Source: an optimization exercise on an open RTL-to-GDS flow (aim: small area, a short achievable clock period and few clock cycles per item). Production flows keep margins and buffers that such runs may drop.
Function not checked in this run: the RTL went through the layout flow alone.
Power is estimated from default activity; no workload was simulated.

===== design.v =====
package rmvs_pkg;
    localparam int FRAC_BITS = 16;
    localparam int CNT_W     = 32;
    localparam int VAL_W     = 32;
    localparam int SQ_W      = 64;
    localparam int BUSY_W    = 48;
    localparam int UTIL_W    = 17;
    localparam logic MODE_SAMPLE = 1'b0;
    localparam logic MODE_BUSY   = 1'b1;
endpackage
module running_mean_variance_stats (
    input  logic        aclk,
    input  logic        aresetn,
    input  logic        cfg_valid,
    output logic        cfg_ready,
    input  logic [47:0] cfg_data,
    input  logic        s_tvalid,
    output logic        s_tready,
    input  logic [31:0] s_tdata,    
    input  logic        s_tuser,    
    output logic        m_tvalid,
    input  logic        m_tready,
    output logic [119:0] m_tdata
);
    logic [31:0] n_reg, mean_reg;
    logic [63:0] s_reg;
    logic [47:0] busy_reg, total_reg;
    logic [31:0] sd_reg;           
    logic [16:0] util_reg;
    logic        pend_reg;         
    logic        stale_reg;        
    logic        n_max;            
    logic [31:0] dv_reg;           
    logic        dv_max;           
    logic [33:0] dv3_reg;          
    logic [31:0] k_reg;            
    logic [33:0] k3_reg;           
    logic [35:0] k9_reg;           
    logic        xv_reg, xm_reg;
    logic [31:0] x_reg;
    logic        f_busy, f_neg, f_util, f_first;
    logic [4:0]  f_cnt;
    logic [1:0]  f_dd, f_qd;       
    logic [31:0] f_rem, f_nq, f_d1;
    logic [33:0] f_d1x3;
    logic [63:0] f_acc;
    logic        r_busy, r_kz;
    logic [3:0]  r_cnt;
    logic [63:0] r_rem, r_q;
    logic        u_run, u_done, u_isbusy, u_bit, u_tz;
    logic [4:0]  u_cnt;
    logic [47:0] u_rem;
    logic [16:0] u_q;
    logic        p_v, p_busy;      
    logic        h_v, h_busy;      
    logic [16:0] h_val;
    logic s_fire, c_fire, m_fire;
    assign s_tready  = !xv_reg;
    assign cfg_ready = !xv_reg && !u_run && !p_v;
    assign m_tvalid  = pend_reg && !r_busy;
    assign m_tdata   = {7'd0, util_reg, sd_reg, mean_reg, n_reg};
    assign s_fire = s_tvalid && s_tready;
    assign c_fire = cfg_valid && cfg_ready;
    assign m_fire = m_tvalid && m_tready;
    logic u_start;
    assign u_start = p_v && !u_run && !u_done;
    logic need_u;
    assign need_u = xm_reg || stale_reg;
    logic disp;
    assign disp = xv_reg && !f_busy && (!need_u || !p_v);
    logic [32:0] xm_diff;
    logic [31:0] mx_diff, d1_new;
    assign xm_diff = {1'b0, x_reg} - {1'b0, mean_reg};
    assign mx_diff = mean_reg - x_reg;
    assign d1_new  = xm_diff[32] ? mx_diff : xm_diff[31:0];
    logic [48:0] b_sum;
    logic [47:0] b_new;
    assign b_sum = {1'b0, busy_reg} + {17'd0, x_reg};
    assign b_new = b_sum[48] ? 48'hFFFF_FFFF_FFFF : b_sum[47:0];
    logic [33:0] f_sh;
    logic [34:0] f_e1, f_e2, f_e3;
    logic        f_g1, f_g2, f_g3;
    logic [1:0]  f_qn;
    logic [31:0] f_remn;
    assign f_sh = {f_rem, f_nq[31:30]};
    assign f_e1 = {1'b0, f_sh} - {3'b0, dv_reg};
    assign f_e2 = {1'b0, f_sh} - {2'b0, dv_reg, 1'b0};
    assign f_e3 = {1'b0, f_sh} - {1'b0, dv3_reg};
    assign f_g1 = !f_e1[34];
    assign f_g2 = !f_e2[34];
    assign f_g3 = !f_e3[34];
    always_comb begin
        if (f_g3)      begin f_qn = 2'd3; f_remn = f_e3[31:0]; end
        else if (f_g2) begin f_qn = 2'd2; f_remn = f_e2[31:0]; end
        else if (f_g1) begin f_qn = 2'd1; f_remn = f_e1[31:0]; end
        else           begin f_qn = 2'd0; f_remn = f_sh[31:0]; end
    end
    logic [2:0]  f_dig;
    logic        f_sub;
    logic [1:0]  f_mag;
    logic [33:0] f_op;
    logic [63:0] f_add, f_a;
    assign f_dig = {1'b0, f_dd} - {1'b0, f_qd};
    assign f_sub = f_dig[2];
    assign f_mag = f_sub ? 2'(-f_dig) : f_dig[1:0];
    always_comb begin
        case (f_mag)
            2'd1:    f_op = {2'b0, f_d1};
            2'd2:    f_op = {1'b0, f_d1, 1'b0};
            2'd3:    f_op = f_d1x3;
            default: f_op = 34'd0;
        endcase
    end
    assign f_add = {30'd0, f_op} ^ {64{f_sub}};
    assign f_a   = f_first ? {31'd0, f_d1, 1'b0} : {f_acc[61:0], 2'b00};
    logic [64:0] f_hsum;
    logic [63:0] f_hor;
    assign f_hsum = {f_a, 1'b1} + {f_add, f_sub};
    assign f_hor  = f_hsum[64:1];
    logic [65:0] s_ca, s_cb, s_cc, s_cs, s_cy;
    logic [66:0] s_sum;
    logic [63:0] s_new;
    assign s_ca  = {2'b00, s_reg};
    assign s_cb  = {2'b00, f_acc[61:0], 2'b00};
    assign s_cc  = {{2{f_add[63]}}, f_add};
    assign s_cs  = s_ca ^ s_cb ^ s_cc;
    assign s_cy  = (s_ca & s_cb) | (s_ca & s_cc) | (s_cb & s_cc);
    assign s_sum = {s_cs, f_sub} + {s_cy[64:0], 1'b0, f_sub};
    assign s_new = s_sum[65] ? 64'hFFFF_FFFF_FFFF_FFFF : s_sum[64:1];
    logic [32:0] m_sum;
    logic [31:0] mean_new;
    assign m_sum    = {mean_reg, 1'b1} + {f_nq ^ {32{f_neg}}, f_neg};
    assign mean_new = m_sum[32:1];
    logic f_fin;
    assign f_fin = f_busy && f_cnt[4];    
    logic commit_s;
    assign commit_s = f_fin && !pend_reg && !(h_v && h_busy) &&
                      !((u_run || u_done) && u_isbusy) && !(p_v && p_busy) &&
                      !(f_util && !h_v);
    logic commit_b;
    assign commit_b = h_v && h_busy && !pend_reg;
    logic h_pop;
    assign h_pop = commit_b || (commit_s && f_util);
    logic h_load;
    assign h_load = u_done && (!h_v || h_pop);
    logic [69:0] r_v, r_q8, r_q16, r_c1, r_c2, r_c3;
    assign r_v   = {2'b00, r_rem, s_reg[63:60]};
    assign r_q8  = {3'b000, r_q, 3'b000};
    assign r_q16 = {2'b00, r_q, 4'b0000};
    logic [69:0] r_a1, r_b1, r_s1, r_y1;
    assign r_a1 = ~r_q8;
    assign r_b1 = ~{38'd0, k_reg};
    assign r_s1 = r_v ^ r_a1 ^ r_b1;
    assign r_y1 = (r_v & r_a1) | (r_v & r_b1) | (r_a1 & r_b1);
    logic [70:0] r_t1;
    assign r_t1 = {r_s1, 1'b1} + {r_y1[68:0], 1'b1, 1'b1};
    assign r_c1 = r_t1[70:1];
    logic [69:0] r_a2, r_b2, r_s2, r_y2;
    assign r_a2 = ~r_q16;
    assign r_b2 = ~{36'd0, k_reg, 2'b00};
    assign r_s2 = r_v ^ r_a2 ^ r_b2;
    assign r_y2 = (r_v & r_a2) | (r_v & r_b2) | (r_a2 & r_b2);
    logic [70:0] r_t2;
    assign r_t2 = {r_s2, 1'b1} + {r_y2[68:0], 1'b1, 1'b1};
    assign r_c2 = r_t2[70:1];
    logic [69:0] r_b3, r_s3, r_y3, r_y3s, r_s4, r_y4;
    assign r_s3  = r_v ^ r_a2 ^ r_a1;
    assign r_y3  = (r_v & r_a2) | (r_v & r_a1) | (r_a2 & r_a1);
    assign r_y3s = {r_y3[68:0], 1'b1};
    assign r_b3  = ~{34'd0, k9_reg};
    assign r_s4  = r_s3 ^ r_y3s ^ r_b3;
    assign r_y4  = (r_s3 & r_y3s) | (r_s3 & r_b3) | (r_y3s & r_b3);
    logic [70:0] r_t3;
    assign r_t3 = {r_s4, 1'b1} + {r_y4[68:0], 1'b1, 1'b1};
    assign r_c3 = r_t3[70:1];
    logic [1:0]  r_d;
    logic [63:0] r_remn;
    always_comb begin
        if (r_kz)            begin r_d = 2'd0; r_remn = r_v[63:0]; end
        else if (!r_c3[69])  begin r_d = 2'd3; r_remn = r_c3[63:0]; end
        else if (!r_c2[69])  begin r_d = 2'd2; r_remn = r_c2[63:0]; end
        else if (!r_c1[69])  begin r_d = 2'd1; r_remn = r_c1[63:0]; end
        else                 begin r_d = 2'd0; r_remn = r_v[63:0]; end
    end
    logic [36:0] r_l1, r_l2, r_l3;
    logic [27:0] r_h0, r_h1;
    assign r_l1 = {1'b0, r_q[33:0], 2'b00} + {5'd0, k_reg};
    assign r_l2 = {1'b0, r_q[33:0], 2'b00} + {4'd0, k_reg, 1'b0};
    assign r_l3 = {1'b0, r_q[33:0], 2'b00} + {3'd0, k3_reg};
    assign r_h0 = r_q[61:34];
    assign r_h1 = r_q[61:34] + 28'd1;
    logic [63:0] r_qn;
    always_comb begin
        case (r_d)
            2'd1:    r_qn = {r_l1[36] ? r_h1 : r_h0, r_l1[35:0]};
            2'd2:    r_qn = {r_l2[36] ? r_h1 : r_h0, r_l2[35:0]};
            2'd3:    r_qn = {r_l3[36] ? r_h1 : r_h0, r_l3[35:0]};
            default: r_qn = {r_q[61:0], 2'b00};
        endcase
    end
    logic [48:0] u_sh;
    logic [49:0] u_diff;
    logic        u_ge;
    assign u_sh   = {u_rem, u_bit};
    assign u_diff = {1'b0, u_sh} - {2'b0, total_reg};
    assign u_ge   = !u_diff[49];
    logic [16:0] u_val;
    assign u_val = u_tz ? 17'd0 : (u_q[16] ? 17'h10000 : {1'b0, u_q[15:0]});
    always_ff @(posedge aclk) begin
        if (!aresetn) begin
            n_reg     <= '0;
            n_max     <= 1'b0;
            dv_reg    <= 32'd1;
            dv_max    <= 1'b0;
            dv3_reg   <= 34'd3;
            k_reg     <= '0;
            k3_reg    <= '0;
            k9_reg    <= '0;
            mean_reg  <= '0;
            s_reg     <= '0;
            busy_reg  <= '0;
            total_reg <= '0;
            sd_reg    <= '0;
            util_reg  <= '0;
            pend_reg  <= 1'b0;
            stale_reg <= 1'b0;
            xv_reg    <= 1'b0;
            f_busy    <= 1'b0;
            r_busy    <= 1'b0;
            u_run     <= 1'b0;
            u_done    <= 1'b0;
            h_v       <= 1'b0;
            p_v       <= 1'b0;
        end else begin
            if (s_fire) begin
                xv_reg <= 1'b1;
                x_reg  <= s_tdata;
                xm_reg <= s_tuser;
            end else if (disp) begin
                xv_reg <= 1'b0;
            end
            if (c_fire) begin
                total_reg <= cfg_data;
                stale_reg <= 1'b1;
            end else if (disp && need_u) begin
                stale_reg <= 1'b0;
            end
            if (disp) begin
                if (need_u) begin
                    p_v    <= 1'b1;
                    p_busy <= xm_reg;
                end
                if (xm_reg) begin
                    busy_reg <= b_new;
                end else begin
                    f_busy  <= 1'b1;
                    f_util  <= stale_reg;
                    f_first <= 1'b1;
                    f_cnt   <= 5'd0;
                    f_neg   <= xm_diff[32];
                    f_d1    <= d1_new;
                    f_nq    <= d1_new;
                    f_rem   <= '0;
                    f_dd    <= 2'd1;       
                    f_qd    <= 2'd0;
                end
            end
            if (f_busy && !f_cnt[4]) begin
                f_rem   <= f_remn;
                f_nq    <= {f_nq[29:0], f_qn};
                f_dd    <= f_nq[31:30];
                f_qd    <= f_qn;
                f_first <= 1'b0;
                if (f_first) begin
                    f_d1x3 <= f_hor[33:0];
                    f_acc  <= '0;
                end else begin
                    f_acc  <= f_hor;
                end
                f_cnt   <= f_cnt + 5'd1;
            end
            if (u_start) begin
                p_v      <= 1'b0;
                u_run    <= 1'b1;
                u_isbusy <= p_busy;
                u_cnt    <= 5'd0;
                u_tz     <= (total_reg == 48'd0);
                u_rem    <= {1'b0, busy_reg[47:1]};
                u_bit    <= busy_reg[0];
            end
            if (u_run) begin
                u_rem <= u_ge ? u_diff[47:0] : u_sh[47:0];
                u_bit <= 1'b0;
                u_q   <= {u_q[15:0], u_ge};
                u_cnt <= u_cnt + 5'd1;
                if (u_cnt == 5'd16) begin
                    u_run  <= 1'b0;
                    u_done <= 1'b1;
                end
            end
            if (r_busy) begin
                r_rem  <= r_remn;
                r_q    <= r_qn;
                sd_reg <= {sd_reg[29:0], r_d};
                s_reg  <= {s_reg[59:0], s_reg[63:60]};
                r_cnt  <= r_cnt + 4'd1;
                if (r_cnt == 4'd15) r_busy <= 1'b0;
            end
            if (h_load) begin
                h_v    <= 1'b1;
                h_busy <= u_isbusy;
                h_val  <= u_val;
                u_done <= 1'b0;
            end else if (h_pop) begin
                h_v    <= 1'b0;
            end
            if (commit_s) begin
                f_busy   <= 1'b0;
                n_reg    <= dv_reg;
                n_max    <= dv_max;
                dv_reg   <= dv_max ? dv_reg : dv_reg + 32'd1;
                dv_max   <= dv_max || (dv_reg == 32'hFFFF_FFFE);
                dv3_reg  <= dv_max ? dv3_reg : dv3_reg + 34'd3;
                if (!n_max) begin
                    k_reg  <= n_reg;
                    k3_reg <= (n_reg == 32'd0) ? 34'd0 : k3_reg + 34'd3;
                    k9_reg <= (n_reg == 32'd0) ? 36'd0 : k9_reg + 36'd9;
                end
                mean_reg <= mean_new;
                s_reg    <= s_new;
                pend_reg <= 1'b1;
                r_busy   <= 1'b1;
                r_cnt    <= 4'd0;
                r_kz     <= n_reg == 32'd0;
                r_rem    <= '0;
                r_q      <= '0;
                if (f_util) util_reg <= h_val;
            end else if (commit_b) begin
                util_reg <= h_val;
                pend_reg <= 1'b1;
            end else if (m_fire) begin
                pend_reg <= 1'b0;
            end
        end
    end
endmodule

===== run.sh =====
#!/bin/bash
# synth_recipe.tcl (not shown) runs the flow's synth.tcl, then flattens the netlist and writes it again
# the make line also repeats each setting of config.mk as NAME=value (left out here)
make -C /OpenROAD-flow-scripts/flow DESIGN_CONFIG=/design/flow/config.mk WORK_HOME=/design/flow/orfs CLKGATE_MAP_FILE= SYNTH_SCRIPT=/design/flow/synth_recipe.tcl finish

===== config.mk =====
export PLATFORM = sky130hd
export DESIGN_NAME = running_mean_variance_stats
export DESIGN_NICKNAME = running_mean_variance_stats
export VERILOG_FILES = /design/flow/design.v
export SDC_FILE = /design/flow/constraint.sdc
export NUM_CORES = 4
export LEC_CHECK = 0
export CAP_MARGIN = 20
export CORE_MARGIN = 2
export CORE_UTILIZATION = 40
export SETUP_SLACK_MARGIN = 5
export SLEW_MARGIN = 20

===== constraint.sdc =====
create_clock -name core_clock -period 10.0 [get_ports {aclk}]
set_input_delay 2.0000 -clock core_clock [delete_from_list [all_inputs] [get_ports {aclk}]]
set_output_delay 2.0000 -clock core_clock [all_outputs]
set_load 0.01 [all_outputs]

==> reports/metrics.yaml <==
yosys:
  muxShareOfSynthArea_pct: 2.07
  synth-edff-count: 462
  synth-xor-area-share_pct: 7.88
  yosysWarnings: 1
  synthArstFlopShare_pct: 0
  yosysSeqAreaShare_pct: 27.2
  synth.distinct_cells: 92
  syn-cell-area_um2: 84200
  synth_top_family_by_area: "compound AO/OA/AOI/OAI gates"
  synth_area_per_cell_um2: 8.24
  dominantRegCellSynth: "edfxtp_1"
  synthSimpleGateAreaFrac_pct: 15.8
  synthAdderAreaFrac_pct: 18.0
  syn_inst: 10200
  synth_seq_cells: 914
  synth-compound-area-share_pct: 22.4
timing:
  layout_setup_ws_ns: 4.11
  period_needed_ns: 5.89
  finalCritPeriodShare_pct: 58.9
  slew_viol_final: 0
  skew_ns: 0.0628
  hold_viol: 0
  maxSlewHeadroom_pct: 16.6
  fmax_mhz: 170
  setup_viol: 0
  tightest_slew_ns: 1.24
  setup-tns-final_ns: 0
  rsz0062_at_grt: "true"
global_routing:
  grt_usage_pct: 26.1
  grt_first_pass_wirelength_um: 446000
  antenna_found_initial: 2
  grt_pass1_vias: 75200
  grt_max_degree: 134
  overflow: 0
clock_network:
  cts-root-buf: "clkbuf_16"
  cts_made_buffers: 112
  cts_buffer_depth: 3
  cts_tree: "yes"
  cts_max_level: 3
  cts.sinks: 914
  cts.hold.buffers_added: 0
  insertion_delay_ns: 0.79
  cts.reportedPaths.clkPinSlew_ns: 0.06
finish:
  fin_cells: 13500
  syn_to_final_growth_pct: 20.7
  layout_common_cells: "inv_1 (1002), a21oi_1 (931), nand2_1 (904)"
  drive_gt1_share_pct: 12.9
  fin_nets: 11800
  final_common_cell: "inv_1"
power:
  p_comb_share_pct: 23.1
  clkPwrFrac_pct: 39.3
  p_int_mw: 7.57
  ir_worst_vdd_uv: 174
  p_leak_nw: 41.6
  p_sw_share_pct: 31.1
  switching_power_mw: 3.42
  power_mw: 11.0
  p_seq_share_pct: 37.6
  power_density_nw_per_um2: 108
floorplan:
  io-pin-count: 209
  rows: 168
  start_util_pct: 40.2
  die_h_um: 463
  die-area_um2: 214000
  die_w_um: 463
  coreArea_um2: 209000
worst_setup_path:
  cp_max_fo: 6
  cp.required_ns: 10.62
  cp-end-kind: "register"
  crit_type: "register to register"
  cp.arrival_ns: 6.52
  timing.rr.start: "f_qd[0]"
  startpoint_type: "register"
  crit_start: "f_qd[0]"
placement:
  dpl_worst_slack_ns: 2.17
  hpwlAfterDp_um: 207000
  gp_congestion: 0.972
  placed_cells: 12900
  io_buffers: 201
outcome:
  status: "timing/DRC/antenna clean"
worst_hold_path:
  hold_start: "u_q[13]"
  hold_class: "register to register"
detailed_routing:
  drtPass1Iterations: 6
  wl_per_cell_um: 21.6
  detail_route.vias_per_cell: 5.76
  ant_nets: 0
  drc: 0
  drt_iter0_markers: 6484
  vias: 77800
  wl_um: 292000
flow_run:
  max_cap_viol_count: 0
[stage by stage]
| step | cell area [µm²] | utilization [%] | hold slack [ns] |
|---|---|---|---|
| 2_1_floorplan | 84700 | - | 0.417 |
| 3_3_place_gp | 89300 | 42.6 | 0.423 |
| 3_5_place_dp | 89300 | 42.6 | 0.427 |
| 4_1_cts | 99600 | 47.6 | 0.442 |
| 5_1_grt | 102000 | 48.5 | 0.465 |
| 6_report | 102000 | 48.5 | 0.441 |
[worst paths after layout]
kind / cells after the start / end / slack (ns)
worst max-delay path: 27 / s_reg[3] / 4.11
worst min-delay path: 0 / u_q[14] / 0.44
worst max register to register: 27 / s_reg[3] / 4.11
worst min register to register: 0 / u_q[14] / 0.44
[power groups by stage]
stage	Combinational (mW)	Clock, mW	Sequential, mW
global route	2.76	4.55	4.13
CTS	2.39	4.41	4.13
global placement	2.04	0	4.21
detailed placement	2.06	0	4.21
floorplan	1.56	0	4.17
finish	2.54	4.32	4.13
[cells in the mapped netlist, drive strengths merged (59+ instances only)]
master	number	area share, %
o22ai	78	0.58
nor4	61	0.49
edfxtp	462	16
o21ai	485	2.9
o21bai	83	0.74
nand3	195	1.2
o21a	97	0.86
dfxtp	452	11
a221oi	78	0.81
xor2	278	2.9
nand2b	87	0.65
o211ai	74	0.66
and3	78	0.58
nor3	122	0.75
clkbuf	372	1.7
a21o	418	3.7
a211oi	133	1.2
nand4	115	0.85
and2	65	0.48
a21oi	1020	6.1
ha	844	13
or3	59	0.44
fa	231	5.5
inv	1043	4.6
mux2i	154	1.8
nor2b	194	1.4
nor2	881	3.9
xnor2	480	5.0
nand2	918	4.1
a31oi	102	0.79
[logic make-up (layout without fill, tap and decap cells)]
family,count (synthesis),after routing
AOI/OAI and AO/OA,2950,2955
xor gates and xnor gates,758,758
adders and majority gates,1075,1075
buffers and inverters,1469,1937
DFF,914,914
muxes,172,172
other,1,8
and+or+nand+nor,2878,2881
[critical path: stages, from the launching register on]
cell and delay (ns):
edfxtp_1 0.38, ha_2 0.19, fa_4 0.81, buf_12 0.14, buf_16 0.16, nor2b_4 0.05, a211oi_2 0.21, nor2_1 0.08
a21oi_2 0.16, inv_1 0.07, fa_1 0.49, inv_2 0.05, ha_4 0.27, nand4_1 0.17, nor2_2 0.21, o21bai_4 0.08
nand4_1 0.18, o21ai_4 0.09, o31ai_4 0.26, a21oi_4 0.12, nor4_4 0.22, o221ai_4 0.18, or3_4 0.45, o221ai_4 0.23
buf_8 0.19, buf_12 0.11, buf_16 0.12, a221oi_2 0.06
[what timing repair did]
action,4_1_cts,5_1_grt
setup endpoints to repair,317,293
pin swaps,265,171
gates resized for setup,689,254
cloned,38,0
setup buffers,268,101
[layout make-up]
| class | instances | area, µm² |
|---|---|---|
| fill | 19800 | 108000 |
| multi-input combinational | 7848 | 59900 |
| sequential | 914 | 22900 |
| timing repair buffer | 677 | 7280 |
| inverter | 1045 | 4010 |
| tap | 2805 | 3510 |
| clock buffer | 141 | 3220 |
| clock inverter | 71 | 673 |
| timing repair inverter | 3 | 62.6 |
| antenna | 1 | 2.50 |
[layer usage]
metal	vias up	share of wire [%]	GRT usage, %
met5	-	0	0
met2	2631	46	43.1
met3	620	6.3	3.91
li1	36900	-	-
met1	37600	42	33.6
met4	0	5.1	11.7

==> separate check: timing with driven ports <==
No port has a modelled driver above. Below, the same layout with a new extraction and two added sets of constraints.
Step 1 sets driving cells, clkbuf_16 on the clock port and buf_2 on the other inputs (assumed; they add their load-dependent delay and slew).
Step 2 times the ports against the registers' clock, not the clock port: input delays grow and output delays shrink by t, the midpoint of the rising clock arrivals with the driver on.
a / b / c = ideal / step 1 / step 2; a / b = the first two.
t (ns): 0.849
setup slack, ns: 4.108 / 4.108 / 4.108
hold WS [ns]: 0.441 / 0.441 / 0.441
slew at the worst register clock pin (ns): 0.07 / 0.07
After both steps setup and hold are still met in this run. For this run, drivers alone change the setup slack by 0.000 ns; drivers and shift together by 0.000 ns.
